This is an optimization exercise on Yosys and OpenROAD, whose aim is small area and few clock cycles per item, not a production implementation. The RTL was checked by simulation tests, not by an equivalence proof against the original design. The clock port is modelled as an ideal driver; clocking choices that lean on that would not hold on a real chip. No activity file was given, so power comes from the tool's default toggle rates.

==> inputs of v39 <==
## controller_report_formatter_unit
module controller_report_formatter_unit (
    input  logic                              i_clk,
    input  logic                              i_rst_n,
    input  logic                              i_upd_valid,
    output logic                              o_upd_ready,
    input  logic [crf_pkg::CHAN_W-1:0]        i_upd_channel,
    input  logic [crf_pkg::BTN_W-1:0]         i_upd_button_bits,
    input  logic [crf_pkg::DPAD_W-1:0]        i_upd_dpad_bits,
    input  logic signed [crf_pkg::AXIS_W-1:0] i_upd_axis_left_x,
    input  logic signed [crf_pkg::AXIS_W-1:0] i_upd_axis_left_y,
    input  logic signed [crf_pkg::AXIS_W-1:0] i_upd_axis_right_x,
    input  logic signed [crf_pkg::AXIS_W-1:0] i_upd_axis_right_y,
    input  logic [crf_pkg::LEVEL_W-1:0]       i_upd_brake_level,
    input  logic [crf_pkg::LEVEL_W-1:0]       i_upd_throttle_level,
    input  logic [crf_pkg::MODE_W-1:0]        i_upd_analog_mode,
    output logic                              o_rpt_valid,
    input  logic                              i_rpt_ready,
    output logic [crf_pkg::CHAN_W-1:0]        o_rpt_out_channel,
    output logic [crf_pkg::RPT_W-1:0]         o_rpt_report_buttons,
    output logic [crf_pkg::VAL_W-1:0]         o_rpt_stick_lx,
    output logic [crf_pkg::VAL_W-1:0]         o_rpt_stick_ly,
    output logic [crf_pkg::VAL_W-1:0]         o_rpt_stick_rx,
    output logic [crf_pkg::VAL_W-1:0]         o_rpt_stick_ry,
  ...
clock: 8.0 ns
lec_check: 0
cap_margin: 20
core_margin: 2
core_utilization: 40
cts_buf_list: sky130_fd_sc_hd__clkbuf_8
slew_margin: 20
standard.sh (not shown) runs the stock make flow with config.mk's settings and CLKGATE_MAP_FILE= SYNTH_SCRIPT=/design/flow/synth_recipe.tcl, a recipe that flattens the netlist after the stock synthesis.
==> flow/flow/run.sh <==
#!/bin/bash
# Own layout flow: the standard flow with three changes.
#  1. Synthesis is the standard synthesis script (synth_recipe.tcl and ORFS's synth.tcl) except
#     that Yosys's "abc -fast" pre-mapping in synth's fine step is skipped and extract_fa looks
#     for full adders only, so the hand-built adder structure of the RTL reaches the adder
#     mapping as written. Registers, their names and cell types are those of the standard
#     synthesis (only the combinational mapping differs).
#     The final ABC mapping of the remaining logic uses flow/abc_area.script (area-oriented
#     amap) in place of ORFS's speed script.
#  2. Ports are buffered with sky130_fd_sc_hd__buf_1 (every input and output still gets its
#     own buffer, as in the standard flow).
#  3. Clock tree synthesis takes its arguments from flow/cts_args.txt (no dummy loads).
#  4. Everything after synthesis is standard.sh (the standard flow's own layout) unchanged.
# Each tool's output goes to a log file in this folder.
set -euo pipefail
W=$PWD
S=$FLOW_HOME/scripts/synth.tcl
sed -e 's/synth -top \$::env(DESIGN_NAME) -run fine: {\*}\$synth_full_args/synth -top $::env(DESIGN_NAME) -run fine: -noabc {*}$synth_full_args/' \
    -e 's/extract_fa {\*}\[dont_use_extract_fa_args\]/extract_fa -fa/' \
    -e "s#^source \$::env(SCRIPTS_DIR)/synth_preamble.tcl\$#&\nlset abc_args 1 $W/flow/abc_area.script#" \
    "$S" > "$W/own_synth.tcl"
grep -q -- '-run fine: -noabc' "$W/own_synth.tcl"
grep -q -- 'extract_fa -fa$' "$W/own_synth.tcl"
grep -q -- "^lset abc_args 1 $W/flow/abc_area.script" "$W/own_synth.tcl"
sed -e "s#\$::env(SCRIPTS_DIR)/synth.tcl#$W/own_synth.tcl#" "$W/synth_recipe.tcl" > "$W/own_synth_recipe.tcl"
grep -q "$W/own_synth.tcl" "$W/own_synth_recipe.tcl"
KNOBS=$(sed -n 's/^make .* SYNTH_SCRIPT=[^ ]* \(.*\) "\${@:-finish}"$/\1/p' "$W/standard.sh")
eval "make -C $FLOW_HOME DESIGN_CONFIG=$W/config.mk WORK_HOME=$W/orfs CLKGATE_MAP_FILE= SYNTH_SCRIPT=$W/own_synth_recipe.tcl $KNOBS synth" > "$W/synth.log" 2>&1
export BUFFER_PORTS_ARGS="-buffer_cell sky130_fd_sc_hd__buf_1"
# clock tree options (replace ORFS's clock_tree_synthesis arguments when flow/cts_args.txt exists)
if [[ -f "$W/flow/cts_args.txt" ]]; then
  export CTS_ARGS="$(cat "$W/flow/cts_args.txt")"
fi
bash "$W/standard.sh" > "$W/layout.log" 2>&1
==> flow/flow/cts_args.txt <==
-sink_clustering_enable -repair_clock_nets -buf_list {sky130_fd_sc_hd__clkbuf_4 sky130_fd_sc_hd__clkbuf_8} -dont_use_dummy_load -sink_clustering_size 24 -sink_clustering_max_diameter 150
Other scripts of this flow, unchanged in this note and not shown: flow/flow/abc_area.script
==> v32 (differences from v39) <==
==> flow/flow/cts_args.txt (replaced) <==
-sink_clustering_enable -repair_clock_nets -buf_list sky130_fd_sc_hd__clkbuf_16 -dont_use_dummy_load
==> v26 (differences from v39) <==
==> flow/flow/run.sh (replaced) <==
#!/bin/bash
# Own layout flow: the standard flow with these changes.
#  1. Synthesis is the standard synthesis script (synth_recipe.tcl, which sources ORFS's
#     synth.tcl) with three edits to a copy of synth.tcl:
#       - Yosys's "abc -fast" pre-mapping in synth's fine step is skipped (-noabc),
#       - no full or half adder cells are extracted (extract_fa is left out),
#  2. Ports are buffered with sky130_fd_sc_hd__buf_1 (every input and output still gets its
#     own buffer, as in the standard flow).
#  3. Clock tree synthesis takes its arguments from flow/cts_args.txt (clkbuf_4 buffers, no
#     dummy loads).
#  4. Everything after synthesis is standard.sh (the standard flow's own layout), unchanged.
# Each tool's output goes to a log file in this folder (synth.log, layout.log; ORFS's per-step
# logs are under orfs/logs).
set -euo pipefail
W=$PWD
S=$FLOW_HOME/scripts/synth.tcl
sed -e 's/synth -top \$::env(DESIGN_NAME) -run fine: {\*}\$synth_full_args/synth -top $::env(DESIGN_NAME) -run fine: -noabc {*}$synth_full_args/' \
    -e 's/^  extract_fa {\*}\[dont_use_extract_fa_args\]$/  puts "own flow: no adder extraction"/' \
    -e "s#^source \$::env(SCRIPTS_DIR)/synth_preamble.tcl\$#&\nlset abc_args 1 $W/flow/abc_area.script#" \
    "$S" > "$W/own_synth.tcl"
grep -q -- '-run fine: -noabc' "$W/own_synth.tcl"
grep -q -- 'own flow: no adder extraction' "$W/own_synth.tcl"
grep -q -- "^lset abc_args 1 $W/flow/abc_area.script" "$W/own_synth.tcl"
sed -e "s#\$::env(SCRIPTS_DIR)/synth.tcl#$W/own_synth.tcl#" "$W/synth_recipe.tcl" > "$W/own_synth_recipe.tcl"
grep -q "$W/own_synth.tcl" "$W/own_synth_recipe.tcl"
KNOBS=$(sed -n 's/^make .* SYNTH_SCRIPT=[^ ]* \(.*\) "\${@:-finish}"$/\1/p' "$W/standard.sh")
eval "make -C $FLOW_HOME DESIGN_CONFIG=$W/config.mk WORK_HOME=$W/orfs CLKGATE_MAP_FILE= SYNTH_SCRIPT=$W/own_synth_recipe.tcl $KNOBS synth" > "$W/synth.log" 2>&1
export BUFFER_PORTS_ARGS="-buffer_cell sky130_fd_sc_hd__buf_1"
export CTS_ARGS="$(cat "$W/flow/cts_args.txt")"
bash "$W/standard.sh" > "$W/layout.log" 2>&1
==> flow/flow/cts_args.txt (replaced) <==
-sink_clustering_enable -repair_clock_nets -root_buf sky130_fd_sc_hd__clkbuf_4 -tree_buf sky130_fd_sc_hd__clkbuf_4 -buf_list sky130_fd_sc_hd__clkbuf_4 -dont_use_dummy_load -sink_clustering_size 20 -sink_clustering_max_diameter 300 -sink_clustering_levels 1
--- a/flow/config.mk
+++ b/flow/config.mk
@@ -9,4 +9,4 @@
 export CORE_MARGIN = 2
-export CORE_UTILIZATION = 40
-export CTS_BUF_LIST = sky130_fd_sc_hd__clkbuf_8
+export CORE_UTILIZATION = 65
+export CTS_BUF_LIST = sky130_fd_sc_hd__clkbuf_4
 export SLEW_MARGIN = 20
==> flow_summary.yaml <==
outcome:
  outcome: "complete, no violations"
detailed_routing:
  route.vias.total: 4531
die:
  die_height_um: 84.1
clocking:
  clk_pin_slew_ps: 90
sta:
  min_period_over_period_pct: 58.2
(the above is from v26)
==> flow_summary.yaml <==
detailed_routing:
  route.vias.total: 3533
die:
  die_height_um: 107
sta:
  min_period_over_period_pct: 61.7
clocking:
  clk_pin_slew_ps: 50
outcome:
  outcome: "complete, no violations"
(the above is from v32)
==> flow_summary.yaml <==
die:
  die_height_um: 107
detailed_routing:
  route.vias.total: 3550
sta:
  min_period_over_period_pct: 61.5
outcome:
  outcome: "complete, no violations"
clocking:
  clk_pin_slew_ps: 60
(the above is from v39)
Testbench counts of v39, summed over its fixed seeds: cycles 16,008, items 16,000.
Testbench counts of v32, summed over its fixed seeds: cycles 16,008, items 16,000.
Testbench counts of v26, summed over its fixed seeds: cycles 16,008, items 16,000.


==> ember: inputs <==
controller_report_formatter_unit again, from the RTL that the note above started with.
==> flow/config.mk <==
export PLATFORM = sky130hd
export DESIGN_NAME = controller_report_formatter_unit
export DESIGN_NICKNAME = controller_report_formatter_unit
export VERILOG_FILES = /design/flow/design.v
export SDC_FILE = /design/flow/constraint.sdc
export NUM_CORES = 4
export LEC_CHECK = 0
export CAP_MARGIN = 20
export CORE_MARGIN = 2
export CORE_UTILIZATION = 65
export CTS_BUF_LIST = sky130_fd_sc_hd__clkbuf_4
export SLEW_MARGIN = 20
==> flow/constraint.sdc <==
create_clock -name core_clock -period 8.0 [get_ports {i_clk}]
set_input_delay 1.6000 -clock core_clock [delete_from_list [all_inputs] [get_ports {i_clk}]]
set_output_delay 1.6000 -clock core_clock [all_outputs]
set_load 0.01 [all_outputs]
==> flow/flow/run.sh <==
#!/bin/bash
# Own layout flow: the standard flow with these changes.
#  1. Synthesis is the standard synthesis script (synth_recipe.tcl, which sources ORFS's
#     synth.tcl) with three edits to a copy of synth.tcl:
#       - Yosys's "abc -fast" pre-mapping in synth's fine step is skipped (-noabc),
#       - no full or half adder cells are extracted (extract_fa is left out),
#  2. Ports are buffered with sky130_fd_sc_hd__buf_1 (every input and output still gets its
#     own buffer, as in the standard flow).
#  3. Clock tree synthesis takes its arguments from flow/cts_args.txt (clkbuf_4 buffers, no
#     dummy loads).
#  4. Everything after synthesis is standard.sh (the standard flow's own layout), unchanged.
# Each tool's output goes to a log file in this folder (synth.log, layout.log; ORFS's per-step
# logs are under orfs/logs).
set -euo pipefail
W=$PWD
S=$FLOW_HOME/scripts/synth.tcl
sed -e 's/synth -top \$::env(DESIGN_NAME) -run fine: {\*}\$synth_full_args/synth -top $::env(DESIGN_NAME) -run fine: -noabc {*}$synth_full_args/' \
    -e 's/^  extract_fa {\*}\[dont_use_extract_fa_args\]$/  puts "own flow: no adder extraction"/' \
    -e "s#^source \$::env(SCRIPTS_DIR)/synth_preamble.tcl\$#&\nlset abc_args 1 $W/flow/abc_area.script#" \
    "$S" > "$W/own_synth.tcl"
grep -q -- '-run fine: -noabc' "$W/own_synth.tcl"
grep -q -- 'own flow: no adder extraction' "$W/own_synth.tcl"
grep -q -- "^lset abc_args 1 $W/flow/abc_area.script" "$W/own_synth.tcl"
sed -e "s#\$::env(SCRIPTS_DIR)/synth.tcl#$W/own_synth.tcl#" "$W/synth_recipe.tcl" > "$W/own_synth_recipe.tcl"
grep -q "$W/own_synth.tcl" "$W/own_synth_recipe.tcl"
KNOBS=$(sed -n 's/^make .* SYNTH_SCRIPT=[^ ]* \(.*\) "\${@:-finish}"$/\1/p' "$W/standard.sh")
eval "make -C $FLOW_HOME DESIGN_CONFIG=$W/config.mk WORK_HOME=$W/orfs CLKGATE_MAP_FILE= SYNTH_SCRIPT=$W/own_synth_recipe.tcl $KNOBS synth" > "$W/synth.log" 2>&1
export BUFFER_PORTS_ARGS="-buffer_cell sky130_fd_sc_hd__buf_1"
export CTS_ARGS="$(cat "$W/flow/cts_args.txt")"
if [[ -f "$W/flow/pre_cts.tcl" ]]; then export PRE_CTS_TCL="$W/flow/pre_cts.tcl"; fi
bash "$W/standard.sh" > "$W/layout.log" 2>&1
==> flow/flow/abc_area.script <==
strash
ifraig
dc2
dch -f
amap
topo
stime -c
==> flow/flow/cts_args.txt <==
-sink_clustering_enable -repair_clock_nets -root_buf sky130_fd_sc_hd__clkbuf_4 -tree_buf sky130_fd_sc_hd__clkbuf_4 -buf_list sky130_fd_sc_hd__clkbuf_4 -dont_use_dummy_load
==> flow/flow/pre_cts.tcl <==
insert_buffer -buffer_cell sky130_fd_sc_hd__clkbuf_16 -net i_clk -buffer_name clkroot_buf -net_name clkroot
==> inputs of willow, as changes to ember <==
==> flow/run.sh (new file) <==
#!/bin/bash
# synth_recipe.tcl (not shown) runs the flow's synth.tcl, then flattens the netlist and writes it again
# the make line also repeats each setting of config.mk as NAME=value (left out here)
make -C /OpenROAD-flow-scripts/flow DESIGN_CONFIG=/design/flow/config.mk WORK_HOME=/design/flow/orfs CLKGATE_MAP_FILE= SYNTH_SCRIPT=/design/flow/synth_recipe.tcl finish
--- a/flow/config.mk
+++ b/flow/config.mk
@@ -8,5 +8,5 @@
 export CAP_MARGIN = 20
 export CORE_MARGIN = 2
-export CORE_UTILIZATION = 65
+export CORE_UTILIZATION = 40
 export CTS_BUF_LIST = sky130_fd_sc_hd__clkbuf_4
 export SLEW_MARGIN = 20
removed: flow/flow/run.sh
removed: flow/flow/abc_area.script
removed: flow/flow/cts_args.txt
removed: flow/flow/pre_cts.tcl
removed: flow/standard.sh
==> inputs of quartz, as changes to ember <==
==> flow/flow/run.sh (replaced) <==
#!/bin/bash
# Own layout flow: the standard flow with three changes.
#  1. Synthesis is the standard synthesis script (synth_recipe.tcl and ORFS's synth.tcl) except
#     that Yosys's "abc -fast" pre-mapping in synth's fine step is skipped and extract_fa looks
#     for full adders only, so the hand-built adder structure of the RTL reaches the adder
#     mapping as written. Registers, their names and cell types are those of the standard
#     synthesis (only the combinational mapping differs).
#     The final ABC mapping of the remaining logic uses flow/abc_area.script (area-oriented
#     amap) in place of ORFS's speed script.
#  2. Ports are buffered with sky130_fd_sc_hd__buf_1 (every input and output still gets its
#     own buffer, as in the standard flow).
#  3. Clock tree synthesis takes its arguments from flow/cts_args.txt (no dummy loads).
#  4. Everything after synthesis is standard.sh (the standard flow's own layout) unchanged.
# Each tool's output goes to a log file in this folder.
set -euo pipefail
W=$PWD
S=$FLOW_HOME/scripts/synth.tcl
sed -e 's/synth -top \$::env(DESIGN_NAME) -run fine: {\*}\$synth_full_args/synth -top $::env(DESIGN_NAME) -run fine: -noabc {*}$synth_full_args/' \
    -e 's/extract_fa {\*}\[dont_use_extract_fa_args\]/extract_fa -fa/' \
    -e "s#^source \$::env(SCRIPTS_DIR)/synth_preamble.tcl\$#&\nlset abc_args 1 $W/flow/abc_area.script#" \
    "$S" > "$W/own_synth.tcl"
grep -q -- '-run fine: -noabc' "$W/own_synth.tcl"
grep -q -- 'extract_fa -fa$' "$W/own_synth.tcl"
grep -q -- "^lset abc_args 1 $W/flow/abc_area.script" "$W/own_synth.tcl"
sed -e "s#\$::env(SCRIPTS_DIR)/synth.tcl#$W/own_synth.tcl#" "$W/synth_recipe.tcl" > "$W/own_synth_recipe.tcl"
grep -q "$W/own_synth.tcl" "$W/own_synth_recipe.tcl"
KNOBS=$(sed -n 's/^make .* SYNTH_SCRIPT=[^ ]* \(.*\) "\${@:-finish}"$/\1/p' "$W/standard.sh")
eval "make -C $FLOW_HOME DESIGN_CONFIG=$W/config.mk WORK_HOME=$W/orfs CLKGATE_MAP_FILE= SYNTH_SCRIPT=$W/own_synth_recipe.tcl $KNOBS synth" > "$W/synth.log" 2>&1
export BUFFER_PORTS_ARGS="-buffer_cell sky130_fd_sc_hd__buf_1"
# clock tree options (replace ORFS's clock_tree_synthesis arguments when flow/cts_args.txt exists)
if [[ -f "$W/flow/cts_args.txt" ]]; then
  export CTS_ARGS="$(cat "$W/flow/cts_args.txt")"
fi
bash "$W/standard.sh" > "$W/layout.log" 2>&1
==> flow/flow/cts_args.txt (replaced) <==
-sink_clustering_enable -repair_clock_nets -buf_list sky130_fd_sc_hd__clkbuf_8 -dont_use_dummy_load
--- a/flow/config.mk
+++ b/flow/config.mk
@@ -8,5 +8,5 @@
 export CAP_MARGIN = 20
 export CORE_MARGIN = 2
-export CORE_UTILIZATION = 65
-export CTS_BUF_LIST = sky130_fd_sc_hd__clkbuf_4
+export CORE_UTILIZATION = 40
+export CTS_BUF_LIST = sky130_fd_sc_hd__clkbuf_8
 export SLEW_MARGIN = 20
removed: flow/flow/pre_cts.tcl
==> results.txt <==
Status: ember finished clean; quartz finished clean; willow finished clean
Highest metal used: ember met4; quartz met5; willow met4
Width of the die: ember 84.1 um; quartz 107 um; willow 115 um
Worst setup path startpoint: ember i_upd_axis_left_y[5]; quartz i_upd_axis_right_y[5]; willow i_upd_axis_right_x[0]
Seq pwr share: ember 0.499; quartz 0.473; willow 0.393
Slew at the pin with the worst max-slew slack: ember 0.774 ns; quartz 0.856 ns; willow 1.01 ns
Starting DRC count in detailed routing: ember 342; quartz 131; willow 120
Final cell count without fillers: ember 769; quartz 723; willow 747
Data arrival time of the critical path: ember 4.79 ns; quartz 4.99 ns; willow 5.59 ns
Die Ht: ember 84.1 um; quartz 107 um; willow 115 um
Levels on crit path: ember 21; quartz 17; willow 20
Via count: ember 4,523; quartz 3,550; willow 3,543
Drt wl/cell: ember 13.8 um; quartz 13.0 um; willow 14.1 um
Tapcell count: ember 77; quartz 136; willow 147
Non-clk bufs: ember -; quartz 152; willow 153
Testbench counts of ember, summed over its fixed seeds: cycles 16,008, items 16,000.
Testbench counts of willow, summed over its fixed seeds: cycles 16,008, items 16,000.
Testbench counts of quartz, summed over its fixed seeds: cycles 16,008, items 16,000.

what the ideal ports hide:
In the flow no input, the clock included, has a driving cell. The finished layouts below were timed again as built, in two steps.
Step 1: set_driving_cell puts a clkbuf_16 on i_clk and a buf_2 on each other input, an assumption about the parent block.
Step 2, shift: input delay + t, output delay - t, t = (earliest + latest rising clock arrival at the registers) / 2. This alone moves slack from input paths to output paths.
Three values: ideal, step 1, step 2; two values: the first two.
| run | t (ns) | setup WS [ns] | clock arrival spread, ns | worst slew at a driven data input, ns |
|---|---|---|---|---|
| v39 | 0.346 | 3.078 / 3.085 / 2.740 | 0.017 / 0.017 | 0.06 |
| v32 | 0.339 | 3.064 / 3.077 / 2.739 | 0.015 / 0.015 | 0.06 |
| v26 | 0.380 | 3.344 / 3.350 / 2.970 | 0.046 / 0.046 | 0.05 |
| ember | 0.487 | 3.436 / 3.435 / 2.948 | 0.050 / 0.049 | 0.05 |
| willow | 0.464 | 2.594 / 2.605 / 2.141 | 0.016 / 0.015 | 0.06 |
| quartz | 0.346 | 3.078 / 3.085 / 2.740 | 0.017 / 0.017 | 0.06 |
After both steps every run listed still meets setup and hold. The setup slack of ember, which loses most, moves by -0.001 ns with the drivers and by -0.488 ns with both steps.
